Background: an optimization exercise with open tools, aiming at small area. Do not read the settings as production practice. The RTL was checked by simulation tests, not by an equivalence proof against the original design. No activity file was given, so power comes from the tool's default toggle rates.

===== design/flow/run.sh =====
#!/bin/bash
# synth_recipe.tcl (not shown) runs the flow's synth.tcl, then flattens the netlist and writes it again
# the make line also repeats each setting of config.mk as NAME=value (left out here)
make -C /OpenROAD-flow-scripts/flow DESIGN_CONFIG=/design/flow/config.mk WORK_HOME=/design/flow/orfs CLKGATE_MAP_FILE= SYNTH_SCRIPT=/design/flow/synth_recipe.tcl finish

===== design/flow/design.v =====
module apb_inbuf_stream_ctrl #(
    parameter int unsigned BUS_AW     = 8,
    parameter int unsigned BUS_DW     = 32,
    parameter int unsigned CH_NUM     = 128,
    parameter int unsigned OUT_MULT   = 9,
    parameter int unsigned IB_SRAM_AW = 10,
    parameter int unsigned FIFO_DEPTH = 4
) (
    input  logic                         clk_i,
    input  logic                         rst_n_i,
    input  logic [BUS_AW-1:0]            apb_paddr_s,
    input  logic                         apb_pwrite_s,
    input  logic                         apb_psel_s,
    input  logic                         apb_penable_s,
    input  logic [BUS_DW-1:0]            apb_pwdata_s,
    output logic [BUS_DW-1:0]            apb_prdata_s,
    output logic                         apb_pready_s,
    output logic [CH_NUM-1:0]            inbuf_din_o,
    output logic                         inbuf_din_vld_o,
    input  logic                         inbuf_din_rdy_i,
    output logic                         inbuf_sop_o,
    output logic                         inbuf_hsync_o,
    output logic [IB_SRAM_AW-1:0]        inbuf_start_waddr_o,
    input  logic [CH_NUM*OUT_MULT-1:0]   inbuf_dout_i,
    input  logic                         inbuf_dout_vld_i,
    output logic                         inbuf_dout_rdy_o,
    output logic [7:0]                   inbuf_pic_size_o,
    output logic [3:0]                   inbuf_mode_o,
    output logic                         inbuf_padding_o,
    output logic                         inbuf_cmd_vld_o,
    input  logic                         inbuf_cmd_rdy_i
);
    localparam int unsigned DOUT_W = CH_NUM * OUT_MULT;
    localparam int unsigned N_IN   = CH_NUM / BUS_DW;
    localparam int unsigned N_OUT  = DOUT_W / BUS_DW;
    localparam int unsigned IN_IW  = (N_IN > 1) ? $clog2(N_IN) : 1;
    localparam int unsigned OUT_IW = (N_OUT > 1) ? $clog2(N_OUT) : 1;
    localparam int unsigned PW     = $clog2(FIFO_DEPTH);
    localparam logic [2:0] ADDR_DIN    = 3'd0;
    localparam logic [2:0] ADDR_FLAGS  = 3'd1;
    localparam logic [2:0] ADDR_WADDR  = 3'd2;
    localparam logic [2:0] ADDR_CMD    = 3'd3;
    localparam logic [2:0] ADDR_STATUS = 3'd4;
    localparam logic [2:0] ADDR_DOUT   = 3'd5;
    localparam logic [2:0] ADDR_CTRL   = 3'd6;
    logic [CH_NUM+1:0]     mem_q [FIFO_DEPTH];
    logic [PW-1:0]         rptr_q, wptr;
    logic [PW:0]           count_q;
    logic [CH_NUM-BUS_DW-1:0] din_buf_q;
    logic [IN_IW-1:0]      din_idx_q;
    logic [1:0]            flags_q;
    logic [IB_SRAM_AW-1:0] waddr_q;
    logic [12:0]           cmd_q;
    logic                  cmd_vld_q;
    logic [DOUT_W-1:0]     cap_q;
    logic                  captured_q;
    logic [OUT_IW-1:0]     dout_idx_q;
    logic [CH_NUM+1:0]     head, push_entry;
    logic [31:0]           status;
    logic [2:0]            addr_idx;
    logic rd, wr, full, empty, din_final, din_wr, push, pop, flush, dout_rd, dout_last;
    logic unused_bits;
    assign unused_bits = ^{apb_paddr_s[BUS_AW-1:5], apb_paddr_s[1:0], apb_pwdata_s};
    assign addr_idx  = apb_paddr_s[4:2];
    assign rd        = apb_psel_s & apb_penable_s & ~apb_pwrite_s;
    assign wr        = apb_psel_s & apb_penable_s & apb_pwrite_s;
    assign full      = count_q[PW];
    assign empty     = (count_q == '0);
    assign din_final = (din_idx_q == IN_IW'(N_IN - 1));
    assign apb_pready_s = !(apb_pwrite_s && addr_idx == ADDR_DIN && din_final && full);
    assign din_wr    = wr && addr_idx == ADDR_DIN && !(din_final && full);
    assign push      = din_wr && din_final;
    assign pop       = ~empty & inbuf_din_rdy_i;
    assign flush     = wr && addr_idx == ADDR_CTRL && apb_pwdata_s[0];
    assign dout_rd   = rd && addr_idx == ADDR_DOUT && captured_q;
    assign dout_last = (dout_idx_q == OUT_IW'(N_OUT - 1));
    assign wptr      = rptr_q + count_q[PW-1:0];
    assign push_entry = {flags_q[1], flags_q[0], apb_pwdata_s, din_buf_q};
    always_ff @(posedge clk_i or negedge rst_n_i) begin
        if (!rst_n_i) begin
            rptr_q  <= '0;
            count_q <= '0;
        end else begin
            if (pop) rptr_q <= rptr_q + 1'b1;
            if (flush) count_q <= '0;
            else if (push && !pop) count_q <= count_q + 1'b1;
            else if (!push && pop) count_q <= count_q - 1'b1;
        end
    end
    for (genvar e = 0; e < FIFO_DEPTH; e++) begin : g_mem
        always_ff @(posedge clk_i) begin
            if (push && wptr == PW'(e)) mem_q[e] <= push_entry;
        end
    end
    for (genvar s = 0; s < N_IN - 1; s++) begin : g_din
        always_ff @(posedge clk_i) begin
            if (din_wr && din_idx_q == IN_IW'(s)) din_buf_q[s*BUS_DW +: BUS_DW] <= apb_pwdata_s;
        end
    end
    always_ff @(posedge clk_i or negedge rst_n_i) begin
        if (!rst_n_i) begin
            din_idx_q <= '0;
            flags_q   <= '0;
        end else if (flush) begin
            din_idx_q <= '0;
            flags_q   <= '0;
        end else if (din_wr) begin
            din_idx_q <= din_idx_q + 1'b1;
            if (push) flags_q <= '0;
        end else if (wr && addr_idx == ADDR_FLAGS) begin
            flags_q <= apb_pwdata_s[1:0];
        end
    end
    always_ff @(posedge clk_i or negedge rst_n_i) begin
        if (!rst_n_i) begin
            waddr_q   <= '0;
            cmd_q     <= '0;
            cmd_vld_q <= 1'b0;
        end else begin
            if (wr && addr_idx == ADDR_WADDR) waddr_q <= apb_pwdata_s[IB_SRAM_AW-1:0];
            if (wr && addr_idx == ADDR_CMD && !cmd_vld_q) begin
                cmd_q     <= apb_pwdata_s[12:0];
                cmd_vld_q <= apb_pwdata_s[31];
            end else if (cmd_vld_q && inbuf_cmd_rdy_i) begin
                cmd_vld_q <= 1'b0;
            end
        end
    end
    always_ff @(posedge clk_i) begin
        if (!captured_q) cap_q <= inbuf_dout_i;
    end
    always_ff @(posedge clk_i or negedge rst_n_i) begin
        if (!rst_n_i) begin
            captured_q <= 1'b0;
            dout_idx_q <= '0;
        end else if (flush) begin
            captured_q <= 1'b0;
            dout_idx_q <= '0;
        end else if (!captured_q) begin
            captured_q <= inbuf_dout_vld_i;
        end else if (dout_rd) begin
            captured_q <= !dout_last;
            dout_idx_q <= dout_last ? '0 : dout_idx_q + 1'b1;
        end
    end
    always_comb begin
        status        = '0;
        status[0]     = full;
        status[1]     = empty;
        status[2]     = cmd_vld_q;
        status[3]     = captured_q;
        status[14:8]  = 7'(count_q);
        status[23:16] = 8'(din_idx_q);
        status[31:24] = 8'(dout_idx_q);
    end
    logic [N_OUT-1:0]  dsel;
    logic [BUS_DW-1:0] dout_word;
    always_comb begin
        for (int k = 0; k < N_OUT; k++)
            dsel[k] = (addr_idx == ADDR_DOUT) && captured_q && (dout_idx_q == OUT_IW'(k));
        dout_word = '0;
        for (int k = 0; k < N_OUT; k++)
            dout_word = dout_word | ({BUS_DW{dsel[k]}} & cap_q[k*BUS_DW +: BUS_DW]);
    end
    always_comb begin
        apb_prdata_s = dout_word;
        case (addr_idx)
            ADDR_FLAGS:  apb_prdata_s[1:0] = flags_q;
            ADDR_WADDR:  apb_prdata_s[IB_SRAM_AW-1:0] = waddr_q;
            ADDR_CMD:    apb_prdata_s[12:0] = cmd_q;
            ADDR_STATUS: apb_prdata_s = BUS_DW'(status);
            default:     ;
        endcase
    end
    logic [FIFO_DEPTH-1:0] rsel;
    always_comb begin
        for (int e = 0; e < FIFO_DEPTH; e++) rsel[e] = (rptr_q == PW'(e));
        head = '0;
        for (int e = 0; e < FIFO_DEPTH; e++) head = head | ({(CH_NUM+2){rsel[e]}} & mem_q[e]);
    end
    assign inbuf_din_o         = head[CH_NUM-1:0];
    assign inbuf_din_vld_o     = ~empty;
    assign inbuf_sop_o         = head[CH_NUM];
    assign inbuf_hsync_o       = head[CH_NUM+1];
    assign inbuf_start_waddr_o = waddr_q;
    assign inbuf_dout_rdy_o    = ~captured_q;
    assign inbuf_pic_size_o    = cmd_q[7:0];
    assign inbuf_mode_o        = cmd_q[11:8];
    assign inbuf_padding_o     = cmd_q[12];
    assign inbuf_cmd_vld_o     = cmd_vld_q;
endmodule

===== design/flow/constraint.sdc =====
create_clock -name core_clock -period 10.0 [get_ports {clk_i}]
set_input_delay 2.0000 -clock core_clock [delete_from_list [all_inputs] [get_ports {clk_i}]]
set_output_delay 2.0000 -clock core_clock [all_outputs]
set_load 0.01 [all_outputs]

===== design/flow/config.mk =====
export PLATFORM = sky130hd
export DESIGN_NAME = apb_inbuf_stream_ctrl
export DESIGN_NICKNAME = apb_inbuf_stream_ctrl
export VERILOG_FILES = /design/flow/design.v
export SDC_FILE = /design/flow/constraint.sdc
export NUM_CORES = 4
export LEC_CHECK = 0
export CAP_MARGIN = 20
export CORE_MARGIN = 2
export CORE_UTILIZATION = 40
export SETUP_SLACK_MARGIN = 0.2
export SLEW_MARGIN = 20

==> insert_results.sql, run 1 <==
INSERT INTO impl_metrics (metric_group, metric, value, unit) VALUES
('drt', 'first_pass_iters', '9', ''),
('drt', 'post-route-drc-count', '0', ''),
('min_path', 'worst_hold_path.num_cells', '0', ''),
('worst_setup_path', 'timing_worst_setup_path_type', 'in2out', ''),
('power', 'power.density_cell_area', '218.1', 'nW/um^2'),
('layout', 'multiInputGateArea', '10920', 'sq um'),
('clock_network', 'cts_buffers', '191', ''),
('yosys', 'synth_cell_types', '75', ''),
('yosys', 'yosysSeqAreaShare', '82.43', '%'),
('yosys', 'post_synth_instance_area', '65620', 'sq um'),
('grt', 'groute.usage.overall', '41.74', '%'),
('grt', 'number_of_global_route_vias_before_repair', '42600', ''),
('clock_network', 'ctsHoldBuffers', '0', ''),
('yosys', 'synth-edff-count', '1768', ''),
('worst_setup_path', 'crit_required', '8.00', 'ns'),
('timing', 'report.final.setup_viol', '0', ''),
('grt', 'antenna_violations_before_repair', '316', ''),
('yosys', 'synth_ff_type', 'sky130_fd_sc_hd__edfxtp_1', ''),
('grt', 'first_pass_grt_wire_length', '445.1', 'mm'),
('clock_network', 'insertion_delay', '0.85', 'ns'),
('timing', 'maxClockFrequency', '111.4', 'MHz'),
('yosys', 'synth-seq-cells', '1808', ''),
('grt', 'maximum_number_of_pins_on_one_net_before_global_route_repair', '208', ''),
('worst_setup_path', 'critPathTopFamily', 'simple AND/OR/NAND/NOR gates', ''),
('timing', 'timing.clock.skew', '0.02442', 'ns'),
('min_path', 'min_from', 'din_buf_q[46]', ''),
('die', 'design.die.area', '167300', 'sq um'),
('timing', 'timing_worst_slew_pin_value', '1.264', 'ns'),
('worst_setup_path', 'critPathMaxFanout', '14', ''),
('run', 'max-cap-violations', '0', ''),
('run_status', 'run_status', 'finished clean', ''),
('die', 'ioPinCount', '1389', ''),
('drt', 'drt.antenna.violating_nets', '0', ''),
('layout', 'num-nets-final', '6277', ''),
('clock_network', 'clock-root-buffer', 'sky130_fd_sc_hd__clkbuf_16', ''),
('worst_setup_path', 'timing.critical_path.cells', 'clkdlybuf4s50_1, nand4bb_1, nor3_2, buf_4, a222oi_1, a21boi_0, nand4b_1, o221a_2, clkdlybuf4s50_1', ''),
('clock_network', 'post-cts-setup-buffer-count', '0', ''),
('power', 'total_leakage_power', '29.31', 'nW'),
('worst_setup_path', 'r2r_start', 'captured_q', ''),
('yosys', 'synth_async_sr_flop_share', '2.212', '%'),
('clock_network', 'clock_path_buffers', '3', ''),
('timing', 'rsz0062_at_grt', 'no', ''),
('power', 'vdd_ir_drop_max', '0.0002132', 'V'),
('worst_setup_path', 'cp_num_cells', '9', ''),
('placement', 'detailedPlacementHpwl', '274.8', 'mm'),
('timing', 'setup_tns', '0', 'ns'),
('die', 'die_height', '409.0', 'microns'),
('yosys', 'yosys_warnings', '2', ''),
('clock_network', 'clk_transition_reported_paths', '0.07', 'ns'),
('yosys', 'netlist.top_cell.by_area', 'sky130_fd_sc_hd__edfxtp_1', ''),
('layout', 'filler_cell_count', '12950', ''),
('drt', 'avgRoutedWirePerCell', '47.29', 'microns'),
('worst_setup_path', 'ff2ff_setup_slack', '6.08', 'ns'),
('clock_network', 'htree_levels', '4', ''),
('layout', 'share_of_final_layout_standard_cells_stronger_than_drive_strength_1', '10.36', '%'),
('grt', 'globalRouteOverflowTotal', '0', ''),
('timing', 'drv_slew', '0', ''),
('clock_network', 'cts_tree', 'yes', ''),
('placement', 'gp_routability_congestion', '1.049', ''),
('die', 'initial_utilization', '40.32', '%'),
('worst_setup_path', 'worst-path-buf-inv', '3', ''),
('yosys', 'synth_largest_type_area_fraction', '80.90', '%'),
('worst_setup_path', 'critPathCaptureType', 'output port', ''),
('worst_setup_path', 'crit_reg_reg_endpoint', 'cap_q[626]', ''),
('layout', 'final_core_utilization', '55.11', '%'),
('worst_setup_path', 'cp_data_arrival_time', '6.97', 'ns'),
('timing', 'slew_headroom', '15.45', '%'),
('worst_setup_path', 'critical-path-slowest-cell', 'sky130_fd_sc_hd__nor3_2', ''),
('placement', 'port-buffer-count', '1383', ''),
('clock_network', 'clkSinkCount', '1808', ''),
('drt', 'detailedRoute.firstIterationViolations', '9762', '');
-- per-layer routing --
metal  global-route usage [%]  share of wire (%)  up-vias
li1                         -                  -    18060
met5                   0.4310               0.18        -
met1                    55.04                 37    23970
met4                    18.69                4.9      108
met3                    17.78                 15      851
met2                    59.78                 43     4119
-- sequential cells by signal, indices dropped and copies added, names as in the netlist --
signal,count
cap_q,1152
captured_q,1
cmd_q,13
cmd_vld_q,1
count_q,3
din_buf_q,96
din_idx_q,2
dout_idx_q,6
flags_q,2
mem_q,520
rptr_q,2
waddr_q,10
-- metrics by stage --
step / setup WS [ns] / hold WS (ns) / total power [mW] / cell area [sq um] / cells
finish: 1.027 / 0.4832 / 19.57 / 89700 / 7569
global route: 0.9042 / 0.5024 / 19.99 / 89480 / 7483
CTS: 1.095 / 0.4810 / 19.53 / 89250 / 7405
detailed placement: 1.107 / 0.4771 / 12.28 / 82800 / 7044
global placement: 1.136 / 0.4613 / 12.27 / 82760 / 7041
floorplan: -8.168 / 0.4587 / 9.982 / 65630 / 3552
-- worst max path at each step --
stage | start | end | slack (ns)
3_5_place_dp | apb_paddr_s[3] | apb_prdata_s[2] | 1.11
3_3_place_gp | apb_paddr_s[3] | apb_prdata_s[3] | 1.14
6_report | apb_paddr_s[4] | apb_prdata_s[2] | 1.03
2_1_floorplan | captured_q | cap_q[0] | -8.17
5_1_grt | apb_paddr_s[3] | apb_prdata_s[2] | 0.90
4_1_cts | apb_paddr_s[3] | apb_prdata_s[2] | 1.09
-- synth_stat cells (4+ instances only) --
cell type	instances
sky130_fd_sc_hd__o22ai_1	21
sky130_fd_sc_hd__mux2_2	39
sky130_fd_sc_hd__nand3b_1	4
sky130_fd_sc_hd__a22oi_1	576
sky130_fd_sc_hd__ha_1	13
sky130_fd_sc_hd__and3_1	28
sky130_fd_sc_hd__dfrtp_1	40
sky130_fd_sc_hd__nor2_1	45
sky130_fd_sc_hd__buf_1	18
sky130_fd_sc_hd__a221oi_1	53
sky130_fd_sc_hd__a2bb2oi_1	8
sky130_fd_sc_hd__a22o_1	72
sky130_fd_sc_hd__nand2b_1	5
sky130_fd_sc_hd__nor2b_1	6
sky130_fd_sc_hd__a2111oi_0	9
sky130_fd_sc_hd__or4_1	5
sky130_fd_sc_hd__a221o_1	8
sky130_fd_sc_hd__a222oi_1	39
sky130_fd_sc_hd__o2bb2ai_1	12
sky130_fd_sc_hd__buf_2	47
sky130_fd_sc_hd__o21ai_0	28
sky130_fd_sc_hd__o31a_1	4
sky130_fd_sc_hd__xnor2_1	7
sky130_fd_sc_hd__nand3_1	38
sky130_fd_sc_hd__edfxtp_1	1768
sky130_fd_sc_hd__nor3_2	8
sky130_fd_sc_hd__and4_1	14
sky130_fd_sc_hd__mux2i_1	23
sky130_fd_sc_hd__and3b_1	4
sky130_fd_sc_hd__and2_1	4
sky130_fd_sc_hd__inv_1	15
sky130_fd_sc_hd__a31oi_1	10
sky130_fd_sc_hd__a211oi_1	7
sky130_fd_sc_hd__a21oi_1	54
sky130_fd_sc_hd__a32oi_1	9
sky130_fd_sc_hd__nand4_1	51
sky130_fd_sc_hd__nor4_1	9
sky130_fd_sc_hd__o32a_1	4
sky130_fd_sc_hd__nand2_1	226
sky130_fd_sc_hd__nor3_1	27
sky130_fd_sc_hd__clkbuf_1	136
sky130_fd_sc_hd__or3b_2	5
sky130_fd_sc_hd__nor3b_1	5
-- power by group --
group	internal (mW)	switching [mW]	total, mW	leakage, nW
clock network	4.23	3.16	7.39	3.14
logic	1.60	2.11	3.71	9.76
registers	8.38	0.0809	8.46	16.4
total	14.2	5.36	19.6	29.3
-- cells in the final DEF (no fill, tap or decap), types with 8 or more instances in the layout --
cell type and instances:
sky130_fd_sc_hd__and3_2 9, sky130_fd_sc_hd__nand4_1 51, sky130_fd_sc_hd__a31oi_1 10, sky130_fd_sc_hd__nor3_4 9, sky130_fd_sc_hd__nand3_1 38, sky130_fd_sc_hd__a32oi_1 9, sky130_fd_sc_hd__a221o_1 8, sky130_fd_sc_hd__clkdlybuf4s50_1 1377
sky130_fd_sc_hd__a21oi_1 54, sky130_fd_sc_hd__and3_1 18, sky130_fd_sc_hd__clkbuf_16 194, sky130_fd_sc_hd__nand2_1 226, sky130_fd_sc_hd__a22oi_1 576, sky130_fd_sc_hd__nor3_2 15, sky130_fd_sc_hd__bufinv_16 24, sky130_fd_sc_hd__o2bb2ai_1 12
sky130_fd_sc_hd__a2bb2oi_1 8, sky130_fd_sc_hd__clkinv_2 37, sky130_fd_sc_hd__clkbuf_1 41, sky130_fd_sc_hd__mux2i_1 23, sky130_fd_sc_hd__nor2_1 41, sky130_fd_sc_hd__nor3_1 11, sky130_fd_sc_hd__clkinv_1 38, sky130_fd_sc_hd__a22o_1 72
sky130_fd_sc_hd__inv_1 14, sky130_fd_sc_hd__a222oi_1 39, sky130_fd_sc_hd__buf_4 129, sky130_fd_sc_hd__and4_1 11, sky130_fd_sc_hd__buf_12 10, sky130_fd_sc_hd__edfxtp_1 1768, sky130_fd_sc_hd__a221oi_1 53, sky130_fd_sc_hd__o21ai_0 28
sky130_fd_sc_hd__nor4_1 8, sky130_fd_sc_hd__diode_2 163, sky130_fd_sc_hd__mux2_2 39, sky130_fd_sc_hd__o22ai_1 21, sky130_fd_sc_hd__dfrtp_1 37
-- kinds of logic after synthesis --
group / synth area share (%)
adders and majority gates: 0.2784
muxes: 1.020
xor gates and xnor gates: 0.1335
AOI/OAI and AO/OA: 10.87
and+or+nand+nor: 3.890
DFF: 82.43
buffers and inverters: 1.382
-- area by class of cell --
cell class / instances / area share (%)
tap: 2175 / 3.034
clock buffer: 238 / 5.630
timing repair buffer: 1523 / 16.77
multi-input combinational: 1524 / 12.17
antenna: 163 / 0.4547
sequential: 1808 / 60.31
clock inverter: 123 / 1.561
inverter: 15 / 0.06695
==> run 2, diff against run 1 <==
--- a/design/flow/config.mk
+++ b/design/flow/config.mk
@@ -8,5 +8,6 @@
 export CAP_MARGIN = 20
 export CORE_MARGIN = 2
 export CORE_UTILIZATION = 40
+export CTS_BUF_LIST = sky130_fd_sc_hd__clkbuf_4 sky130_fd_sc_hd__clkbuf_8
 export SETUP_SLACK_MARGIN = 0.2
 export SLEW_MARGIN = 20
==> run 2 against run 1 <==
Effect of this change: highest routed layer unchanged; flip-flop and latch count is the same; clock-buffer cell count grew 212; global-route usage up 0.31 points; setup slack lost 0.073 ns; register-to-register slack is essentially flat; largest power group unchanged; first-iteration DRC count increased by 0.43%; core utilization is 0.17 points lower.
==> insert_results.sql, run 2 <==
INSERT INTO impl_metrics (metric_group, metric, value, unit) VALUES
('worst_setup_path', 'critPathMaxFanout', '16', ''),
('grt', 'globalRouteOverflowTotal', '0', ''),
('clock_network', 'htree_levels', '5', ''),
('timing', 'maxClockFrequency', '110.5', 'MHz'),
('timing', 'report.final.setup_viol', '0', ''),
('power', 'p_int', '13.67', 'mW'),
('placement', 'port-buffer-count', '1383', ''),
('layout', 'num-nets-final', '6411', ''),
('layout', 'final_core_utilization', '54.93', '%'),
('die', 'core_area', '162800', 'sq um'),
('yosys', 'post_synth_instance_area', '65620', 'sq um'),
('die', 'die_height', '409.0', 'microns'),
('layout', 'registers.top_by_ff_count', 'cap_q', ''),
('timing', 'layout_min_cycle_time', '9.046', 'ns'),
('min_path', 'worst_hold_path.num_cells', '0', ''),
('yosys', 'netlist.top_cell.by_area', 'sky130_fd_sc_hd__edfxtp_1', ''),
('timing', 'slew_headroom', '19.12', '%'),
('power', 'switchingPower', '5.356', 'mW'),
('drt', 'detailedRoute.firstIterationViolations', '9804', ''),
('layout', 'share_of_final_layout_standard_cells_stronger_than_drive_strength_1', '13.82', '%'),
('clock_network', 'clk_transition_reported_paths', '0.06', 'ns'),
('power', 'vdd_ir_drop_max', '0.0001929', 'V'),
('timing', 'timing_worst_slew_pin_value', '1.213', 'ns'),
('drt', 'wl', '361.4', 'mm'),
('clock_network', 'cts_buffers', '325', ''),
('power', 'total_leakage_power', '29.42', 'nW'),
('timing', 'rsz0062_at_grt', 'no', ''),
('placement', 'detailedPlacementHpwl', '274.8', 'mm'),
('yosys', 'yosys_warnings', '2', ''),
('die', 'row_count', '148', ''),
('worst_setup_path', 'crit_reg_reg_endpoint', 'cap_q[502]', ''),
('clock_network', 'post-cts-setup-buffer-count', '0', ''),
('clock_network', 'cts_tree', 'yes', ''),
('grt', 'groute.usage.overall', '42.06', '%'),
('yosys', 'synth-seq-cells', '1808', ''),
('min_path', 'timing.hold.worst_endpoint', 'mem_q[0][5]', ''),
('drt', 'avgRoutedWirePerCell', '46.44', 'microns'),
('grt', 'antenna_violations_before_repair', '320', ''),
('layout', 'final_cell_mix', 'sky130_fd_sc_hd__edfxtp_1, sky130_fd_sc_hd__clkdlybuf4s50_1, sky130_fd_sc_hd__a22oi_1', ''),
('layout', 'final_design_area_no_fill', '89410', 'sq um'),
('drt', 'post-route-drc-count', '0', ''),
('yosys', 'synth_area_leaders', 'sky130_fd_sc_hd__edfxtp_1, sky130_fd_sc_hd__a22oi_1, sky130_fd_sc_hd__dfrtp_1', ''),
('grt', 'first_pass_grt_wire_length', '448.5', 'mm'),
('worst_setup_path', 'crit_required', '8.00', 'ns'),
('power', 'logic_pwr_share', '19.5', '%'),
('timing', 'finalHoldViolCount', '0', ''),
('worst_setup_path', 'critPathCaptureType', 'output port', ''),
('drt', 'dr_total_vias', '48030', ''),
('power', 'finalPower', '19.03', 'mW'),
('worst_setup_path', 'worst-r2r-cell-count', '5', ''),
('timing', 'timing.final.ws_setup', '0.9539', 'ns'),
('yosys', 'yosysSeqAreaShare', '82.43', '%'),
('worst_setup_path', 'r2r_start', 'captured_q', ''),
('power', 'power.density_cell_area', '212.8', 'nW/um^2'),
('placement', 'pre_cts_ws', '1.107', 'ns'),
('timing', 'timing.clock.skew', '0.05826', 'ns'),
('clock_network', 'clock_path_buffers', '4', ''),
('layout', 'mostFrequentLayoutCell', 'sky130_fd_sc_hd__edfxtp_1', ''),
('yosys', 'synth_cell_types', '75', ''),
('worst_setup_path', 'worst_setup_path_start_kind', 'input port', ''),
('yosys', 'synth_largest_type_area_fraction', '80.90', '%'),
('run', 'max-cap-violations', '0', ''),
('layout', 'areaGrowthSynthToFinish', '36.26', '%'),
('yosys', 'synth_async_sr_flop_share', '2.212', '%'),
('min_path', 'min_from', 'din_buf_q[5]', ''),
('worst_setup_path', 'cp_data_arrival_time', '7.05', 'ns'),
('layout', 'biggest_regs', 'cap_q: 1152 flops, mem_q: 520 flops, din_buf_q: 96 flops', ''),
('worst_setup_path', 'ff2ff_setup_slack', '6.07', 'ns'),
('clock_network', 'insertion_delay', '1.08', 'ns'),
('min_path', 'class_of_the_tightest_hold_or_removal_check', 'reg2reg', ''),
('grt', 'number_of_global_route_vias_before_repair', '43510', ''),
('timing', 'timing.final.crit_share', '90.46', '%'),
('clock_network', 'clkSinkCount', '1808', ''),
('power', 'p_seq_share', '44.5', '%'),
('run_status', 'run_status', 'finished clean', ''),
('layout', 'largest_reg_flops', '1152', ''),
('yosys', 'syn_avg_cell_area', '18.47', 'sq um'),
('power', 'fraction_of_power_spent_switching_nets', '28.15', '%'),
('die', 'initial_utilization', '40.32', '%'),
('drt', 'drt.antenna.violating_nets', '0', ''),
('die', 'ioPinCount', '1389', ''),
('yosys', 'netlist_top_cells_count', 'sky130_fd_sc_hd__edfxtp_1, sky130_fd_sc_hd__a22oi_1, sky130_fd_sc_hd__nand2_1', ''),
('die', 'design.die.area', '167300', 'sq um'),
('die', 'die_w', '409.0', 'microns'),
('power', 'share_clk_of_total_power', '36.0', '%'),
('grt', 'maximum_number_of_pins_on_one_net_before_global_route_repair', '208', ''),
('worst_setup_path', 'timing_worst_setup_path_type', 'in2out', ''),
('yosys', 'synth_ff_type', 'sky130_fd_sc_hd__edfxtp_1', ''),
('drt', 'routed_via_density', '6.172', ''),
('yosys', 'synth-edff-count', '1768', ''),
('placement', 'placedInstanceArea', '82800', 'sq um'),
('drt', 'first_pass_iters', '6', ''),
('yosys', 'netlist_instances', '3552', ''),
('placement', 'gp_routability_congestion', '1.049', ''),
('clock_network', 'clock-root-buffer', 'sky130_fd_sc_hd__clkbuf_8', ''),
('layout', 'filler_cell_count', '13080', ''),
('yosys', 'post-synth-top-count-cell', 'sky130_fd_sc_hd__edfxtp_1', ''),
('yosys', 'synth.net_count', '4766', ''),
('clock_network', 'ctsHoldBuffers', '0', ''),
('clock_network', 'cts-resized-gates', '0', ''),
('timing', 'drv_slew', '0', '');
==> run 2: worst max-delay path: stages <==
cell	delay, ns
sky130_fd_sc_hd__clkdlybuf4s50_1	0.78
sky130_fd_sc_hd__nand4bb_1	0.88
sky130_fd_sc_hd__nor3_2	1.19
sky130_fd_sc_hd__buf_4	0.46
sky130_fd_sc_hd__a22oi_1	0.22
sky130_fd_sc_hd__nand4_1	0.17
sky130_fd_sc_hd__nor4_1	0.08
sky130_fd_sc_hd__a31oi_1	0.29
sky130_fd_sc_hd__clkdlybuf4s50_1	0.93
==> run 2: final cells by class <==
cell class / count / area (sq um) / area share, %
multi-input combinational: 1524 / 10920 / 12.21
antenna: 182 / 455.4 / 0.5094
timing repair buffer: 1523 / 15040 / 16.83
clock buffer: 450 / 5505 / 6.157
clock inverter: 105 / 613.1 / 0.6857
sequential: 1808 / 54100 / 60.50
inverter: 15 / 60.06 / 0.06717
tap: 2175 / 2721 / 3.044
==> run 2: metal layers <==
metal,wire length [microns],global-route usage [%],vias to the layer above,part of all wire [%]
li1,-,-,18350,-
met1,133100,55.38,24330,37
met2,155700,60.18,4336,43
met3,54340,17.89,918,15
met4,17540,19.28,96,4.9
met5,642,0,-,0.18
==> run 2: how the worst max path moves through the flow <==
stage                    from         endpoint  slack, ns  cells after the start
5_1_grt        apb_paddr_s[3]  apb_prdata_s[2]       0.98                      9
3_5_place_dp   apb_paddr_s[3]  apb_prdata_s[2]       1.11                      9
3_3_place_gp   apb_paddr_s[3]  apb_prdata_s[3]       1.14                      8
2_1_floorplan      captured_q         cap_q[0]      -8.17                      1
4_1_cts        apb_paddr_s[3]  apb_prdata_s[2]       1.12                      9
6_report       apb_paddr_s[3]  apb_prdata_s[8]       0.95                      9
==> run 2: logic make-up after synthesis <==
family / after synthesis / share of synthesized area [%]
AO/OA/AOI/OAI: 934 / 10.87
buffers and inverters: 220 / 1.382
flip-flops: 1808 / 82.43
XOR/XNOR: 10 / 0.1335
adder cells (fa/ha/maj): 14 / 0.2784
multiplexers: 62 / 1.020
AND/OR/NAND/NOR: 504 / 3.890
==> run 2: metrics by stage <==
| step | cells | hold slack [ns] | TNS [ns] |
|---|---|---|---|
| 2_1_floorplan | 3552 | 0.4587 | -9414.56 |
| 3_3_place_gp | 7041 | 0.4613 | 0 |
| 3_5_place_dp | 7044 | 0.4771 | 0 |
| 4_1_cts | 7599 | 0.4554 | 0 |
| 5_1_grt | 7673 | 0.4653 | 0 |
| 6_report | 7782 | 0.4529 | 0 |
==> run 2: power by group through the flow <==
stage | Combinational, mW | Sequential (mW) | Clock, mW
after floorplan | 1.35 | 8.63 | 0
after global placement | 3.66 | 8.62 | 0
after detailed placement | 3.66 | 8.62 | 0
after CTS | 3.67 | 8.46 | 6.85
after global routing | 3.83 | 8.47 | 7.18
final | 3.72 | 8.47 | 6.84
==> run 3, diff against run 2 <==
--- a/design/flow/config.mk
+++ b/design/flow/config.mk
@@ -7,7 +7,7 @@
 export LEC_CHECK = 0
 export CAP_MARGIN = 20
 export CORE_MARGIN = 2
-export CORE_UTILIZATION = 40
+export CORE_UTILIZATION = 65
 export CTS_BUF_LIST = sky130_fd_sc_hd__clkbuf_4 sky130_fd_sc_hd__clkbuf_8
 export SETUP_SLACK_MARGIN = 0.2
 export SLEW_MARGIN = 20
==> run 3 against run 2 <==
Effect of this change: the flow now stops in I/O pin placement; synthesized cell count unchanged; area after synthesis unchanged.
==> insert_results.sql, run 3 <==
INSERT INTO impl_metrics (metric_group, metric, value, unit) VALUES
('yosys', 'post-synth-top-count-cell', 'sky130_fd_sc_hd__edfxtp_1', ''),
('yosys', 'netlist.top_cell.by_area', 'sky130_fd_sc_hd__edfxtp_1', ''),
('yosys', 'synth.net_count', '4766', ''),
('run_status', 'error', '[ERROR PPL-0024] Number of IO pins (1389) exceeds maximum number of available positions (1162). Increase the die perimeter from 1286.94um to 1889.04um.', ''),
('yosys', 'synth_async_sr_flop_share', '2.212', '%'),
('yosys', 'netlist_top_cells_count', 'sky130_fd_sc_hd__edfxtp_1, sky130_fd_sc_hd__a22oi_1, sky130_fd_sc_hd__nand2_1', ''),
('yosys', 'synth-seq-cells', '1808', ''),
('yosys', 'netlist_instances', '3552', ''),
('die', 'die_height', '321.7', 'microns'),
('yosys', 'post_synth_instance_area', '65620', 'sq um'),
('yosys', 'synth-edff-count', '1768', ''),
('yosys', 'syn_avg_cell_area', '18.47', 'sq um'),
('die', 'row_count', '116', ''),
('yosys', 'synth_area_leaders', 'sky130_fd_sc_hd__edfxtp_1, sky130_fd_sc_hd__a22oi_1, sky130_fd_sc_hd__dfrtp_1', ''),
('yosys', 'synth_ff_type', 'sky130_fd_sc_hd__edfxtp_1', ''),
('run_status', 'outcome.stop_stage', 'I/O pin placement', ''),
('yosys', 'yosys_warnings', '2', ''),
('run_status', 'run_status', 'did not finish', ''),
('die', 'die_w', '321.7', 'microns'),
('die', 'initial_utilization', '65.53', '%'),
('yosys', 'yosysSeqAreaShare', '82.43', '%'),
('yosys', 'synth_cell_types', '75', ''),
('yosys', 'synth_largest_type_area_fraction', '80.90', '%');
## run 3: cell counts after synthesis
Identical to the previous run, type by type.
## run 3: logic make-up after synthesis
family                     Yosys count  synth area share [%]
buffers and inverters              220                 1.382
adders and majority gates           14                0.2784
DFF                               1808                 82.43
muxes                               62                 1.020
xor gates and xnor gates            10                0.1335
and+or+nand+nor                    504                 3.890
AOI/OAI and AO/OA                  934                 10.87
==> run 4, diff against run 3 <==
==> design/flow/flow/run.sh (new file) <==
#!/bin/bash
# Own layout flow: the standard ORFS flow (standard synthesis, floorplan, power grid and
# tap cells unchanged), with the port buffers that global placement inserts made of the
# smallest buffer cell instead of the one the resizer picks by default.
set -euo pipefail
export BUFFER_PORTS_ARGS="-buffer_cell sky130_fd_sc_hd__buf_1"
bash standard.sh finish > make_finish.log 2>&1
==> design/flow/standard.sh (new file) <==
#!/bin/bash
# synth_recipe.tcl (not shown) runs the flow's synth.tcl, then flattens the netlist and writes it again
# the make line also repeats each setting of config.mk as NAME=value (left out here)
make -C /OpenROAD-flow-scripts/flow DESIGN_CONFIG=/design/flow/config.mk WORK_HOME=/design/flow/orfs CLKGATE_MAP_FILE= SYNTH_SCRIPT=/design/flow/synth_recipe.tcl "${@:-finish}"
--- a/design/flow/config.mk
+++ b/design/flow/config.mk
@@ -7,7 +7,7 @@
 export LEC_CHECK = 0
 export CAP_MARGIN = 20
 export CORE_MARGIN = 2
-export CORE_UTILIZATION = 65
+export CORE_UTILIZATION = 40
 export CTS_BUF_LIST = sky130_fd_sc_hd__clkbuf_4 sky130_fd_sc_hd__clkbuf_8
 export SETUP_SLACK_MARGIN = 0.2
 export SLEW_MARGIN = 20
removed: design/flow/run.sh
==> run 4 against run 3 <==
Effect of this change: the run now finishes clean; synthesized cell count did not move; area after synthesis is the same.
==> insert_results.sql, run 4 <==
INSERT INTO impl_metrics (metric_group, metric, value, unit) VALUES
('power', 'fraction_of_power_spent_switching_nets', '29.28', '%'),
('layout', 'mostFrequentLayoutCell', 'sky130_fd_sc_hd__edfxtp_1', ''),
('grt', 'globalRouteOverflowTotal', '0', ''),
('run_status', 'run_status', 'finished clean', ''),
('die', 'design.die.area', '167300', 'sq um'),
('yosys', 'synth.net_count', '4766', ''),
('drt', 'routed_via_density', '6.231', ''),
('yosys', 'synth_cell_types', '75', ''),
('worst_setup_path', 'critPathMaxFanout', '16', ''),
('min_path', 'class_of_the_tightest_hold_or_removal_check', 'reg2reg', ''),
('layout', 'largest_reg_flops', '1152', ''),
('yosys', 'synth_async_sr_flop_share', '2.212', '%'),
('run', 'max-cap-violations', '0', ''),
('clock_network', 'cts_tree', 'yes', ''),
('clock_network', 'cts_buffers', '321', ''),
('layout', 'final_design_area_no_fill', '80420', 'sq um'),
('timing', 'setup_tns', '0', 'ns'),
('drt', 'route.met2.wl', '149.9', 'mm'),
('placement', 'detailedPlacementHpwl', '268.6', 'mm'),
('grt', 'groute.usage.overall', '41.09', '%'),
('power', 'vdd_ir_drop_max', '0.0001828', 'V'),
('power', 'logic_pwr_share', '15.9', '%'),
('timing', 'timing.clock.skew', '0.05903', 'ns'),
('placement', 'port-buffer-count', '1383', ''),
('drt', 'detailedRoute.firstIterationViolations', '9966', ''),
('grt', 'antenna_violations_before_repair', '300', ''),
('yosys', 'synth-edff-count', '1768', ''),
('layout', 'biggest_regs', 'cap_q: 1152 flops, mem_q: 520 flops, din_buf_q: 96 flops', ''),
('clock_network', 'insertion_delay', '1.09', 'ns'),
('clock_network', 'clk_transition_reported_paths', '0.06', 'ns'),
('yosys', 'netlist_instances', '3552', ''),
('worst_setup_path', 'critPathCaptureType', 'output port', ''),
('clock_network', 'post-cts-setup-buffer-count', '0', ''),
('drt', 'wirelength_met1', '128.5', 'mm'),
('worst_setup_path', 'cp_data_arrival_time', '6.54', 'ns'),
('layout', 'areaGrowthSynthToFinish', '22.55', '%'),
('power', 'power.density_cell_area', '224.1', 'nW/um^2'),
('power', 'p_seq_share', '47.0', '%'),
('clock_network', 'cts-resized-gates', '0', ''),
('power', 'switchingPower', '5.277', 'mW'),
('yosys', 'post-synth-top-count-cell', 'sky130_fd_sc_hd__edfxtp_1', ''),
('layout', 'final_cell_mix', 'sky130_fd_sc_hd__edfxtp_1, sky130_fd_sc_hd__buf_1, sky130_fd_sc_hd__a22oi_1', ''),
('yosys', 'synth_ff_type', 'sky130_fd_sc_hd__edfxtp_1', ''),
('die', 'die_w', '409.0', 'microns'),
('grt', 'maximum_number_of_pins_on_one_net_before_global_route_repair', '196', ''),
('clock_network', 'clock_path_buffers', '4', ''),
('die', 'initial_utilization', '40.32', '%'),
('grt', 'number_of_global_route_vias_before_repair', '43230', ''),
('yosys', 'netlist.top_cell.by_area', 'sky130_fd_sc_hd__edfxtp_1', ''),
('clock_network', 'clock-root-buffer', 'sky130_fd_sc_hd__clkbuf_8', ''),
('power', 'share_clk_of_total_power', '37.0', '%'),
('timing', 'slew_headroom', '17.31', '%'),
('die', 'die_height', '409.0', 'microns'),
('drt', 'avgRoutedWirePerCell', '45.48', 'microns'),
('timing', 'maxClockFrequency', '117.1', 'MHz'),
('yosys', 'syn_avg_cell_area', '18.47', 'sq um'),
('layout', 'registers.top_by_ff_count', 'cap_q', ''),
('yosys', 'synth-seq-cells', '1808', ''),
('timing', 'finalHoldViolCount', '0', ''),
('timing', 'timing_worst_slew_pin_value', '1.240', 'ns'),
('die', 'ioPinCount', '1389', ''),
('power', 'total_leakage_power', '25.50', 'nW'),
('drt', 'wl', '352.4', 'mm'),
('clock_network', 'ctsHoldBuffers', '0', ''),
('yosys', 'post_synth_instance_area', '65620', 'sq um'),
('yosys', 'netlist_top_cells_count', 'sky130_fd_sc_hd__edfxtp_1, sky130_fd_sc_hd__a22oi_1, sky130_fd_sc_hd__nand2_1', ''),
('worst_setup_path', 'worst-r2r-cell-count', '6', ''),
('yosys', 'synth_largest_type_area_fraction', '80.90', '%'),
('power', 'p_int', '12.74', 'mW'),
('worst_setup_path', 'crit_required', '8.00', 'ns'),
('layout', 'num-nets-final', '6392', ''),
('worst_setup_path', 'timing_worst_setup_path_type', 'in2out', ''),
('timing', 'layout_min_cycle_time', '8.538', 'ns'),
('timing', 'timing.final.crit_share', '85.38', '%'),
('drt', 'top_layer_in_use', 'met5', ''),
('die', 'row_count', '148', ''),
('yosys', 'synth_area_leaders', 'sky130_fd_sc_hd__edfxtp_1, sky130_fd_sc_hd__a22oi_1, sky130_fd_sc_hd__dfrtp_1', ''),
('grt', 'first_pass_grt_wire_length', '439.2', 'mm'),
('clock_network', 'clkSinkCount', '1808', ''),
('timing', 'rsz0062_at_grt', 'no', ''),
('min_path', 'worst_hold_path.num_cells', '0', ''),
('yosys', 'yosysSeqAreaShare', '82.43', '%'),
('timing', 'drv_slew', '0', ''),
('timing', 'report.final.setup_viol', '0', ''),
('die', 'core_area', '162800', 'sq um'),
('layout', 'share_of_final_layout_standard_cells_stronger_than_drive_strength_1', '13.37', '%'),
('drt', 'post-route-drc-count', '0', ''),
('worst_setup_path', 'worst_setup_path_start_kind', 'input port', ''),
('placement', 'placedInstanceArea', '74050', 'sq um'),
('drt', 'drt.antenna.violating_nets', '0', ''),
('drt', 'first_pass_iters', '8', ''),
('timing', 'timing.final.ws_setup', '1.462', 'ns'),
('yosys', 'yosys_warnings', '2', ''),
('placement', 'gp_routability_congestion', '1.031', ''),
('drt', 'dr_total_vias', '48290', ''),
('placement', 'pre_cts_ws', '1.875', 'ns'),
('clock_network', 'htree_levels', '5', ''),
('drt', 'met3_length', '55.49', 'mm');
-- run 4: cell counts after synthesis --
No cell type changed its count.
-- run 4: logic make-up (layout without fill, tap and decap cells) --
group	after synthesis	in the layout	share of synthesized area (%)
muxes	62	62	1.020
other	0	173	0
DFF	1808	1808	82.43
buffers and inverters	220	2069	1.382
and+or+nand+nor	504	504	3.890
adders and majority gates	14	14	0.2784
xor gates and xnor gates	10	10	0.1335
AOI/OAI and AO/OA	934	934	10.87
-- run 4: per-stage QoR --
stage,util [%],cells,power [mW],hold WS [ns]
after floorplan,-,3552,9.982,0.4587
after global placement,45.47,7026,11.42,0.4615
after detailed placement,45.49,7029,11.43,0.4783
after CTS,49.14,7575,17.96,0.4468
after global routing,49.25,7645,18.44,0.4797
final,49.41,7749,18.02,0.4571
-- run 4: final timing paths --
| kind | start | end | slack, ns |
|---|---|---|---|
| max | apb_paddr_s[3] | apb_prdata_s[31] | 1.46 |
| min | din_buf_q[4] | mem_q[2][4] | 0.46 |
| max reg2reg | din_idx_q[0] | mem_q[3][74] | 6.01 |
| min reg2reg | din_buf_q[4] | mem_q[2][4] | 0.46 |
| max in group asynchronous | rst_n_i | captured_q | 8.45 |
| min in group asynchronous | rst_n_i | waddr_q[1] | 1.03 |
-- run 4: cell type report --
class | instances | area (sq um)
inverter | 15 | 60.06
sequential | 1808 | 54100
antenna | 173 | 432.9
timing repair buffer | 1508 | 6261
fill | 14130 | 82350
tap | 2175 | 2721
clock buffer | 446 | 5419
multi-input combinational | 1524 | 10920
clock inverter | 100 | 511.7
-- run 4: per-layer routing --
metal | vias up | GRT usage (%)
met5 | - | 0.9195
met4 | 100 | 18.75
met3 | 949 | 17.58
met2 | 4517 | 58.00
met1 | 24430 | 54.70
li1 | 18290 | -
-- run 4: critical path, stage by stage --
cell and delay (ns):
sky130_fd_sc_hd__buf_1 0.14, sky130_fd_sc_hd__buf_4 0.31, sky130_fd_sc_hd__nand3b_1 0.77, sky130_fd_sc_hd__buf_4 0.35, sky130_fd_sc_hd__nor3_2 0.07, sky130_fd_sc_hd__buf_4 0.29
sky130_fd_sc_hd__a22oi_1 0.85, sky130_fd_sc_hd__o21ai_0 0.22, sky130_fd_sc_hd__a2111oi_0 0.75, sky130_fd_sc_hd__nand4b_1 0.45, sky130_fd_sc_hd__buf_1 0.25
-- run 4: power by group through the flow --
stage | Combinational, mW | Sequential, mW | Clock (mW)
2_1_floorplan | 1.35 | 8.63 | 0
3_3_place_gp | 2.80 | 8.62 | 0
3_5_place_dp | 2.81 | 8.62 | 0
4_1_cts | 2.81 | 8.47 | 6.68
5_1_grt | 2.98 | 8.47 | 6.99
6_report | 2.87 | 8.47 | 6.67

[afterwards: timing with drivers on the ports]
Ports are ideal in the flow. The routed layouts listed here were re-timed in OpenROAD.
Step 1: set_driving_cell puts a clkbuf_16 on clk_i and a buf_2 on each other input, an assumption about the parent block.
Step 2 times the ports against the registers' clock, not the clock port: input delays grow and output delays shrink by t, the midpoint of the rising clock arrivals with the driver on.
a / b / c = ideal / step 1 / step 2; a / b = the first two.
run | shift t [ns] | setup slack, ns | pins driven straight from the clock port
run 1 | 0.928 | 1.027 / 0.881 / 0.881 | 1
run 2 | 1.138 | 0.954 / 0.835 / 0.835 | 1
run 4 | 1.147 | 1.462 / 1.434 / 1.434 | 1
After both steps every run listed still meets setup and hold. The setup slack of run 1, which loses most, moves by -0.146 ns with the drivers and by -0.146 ns with both steps.
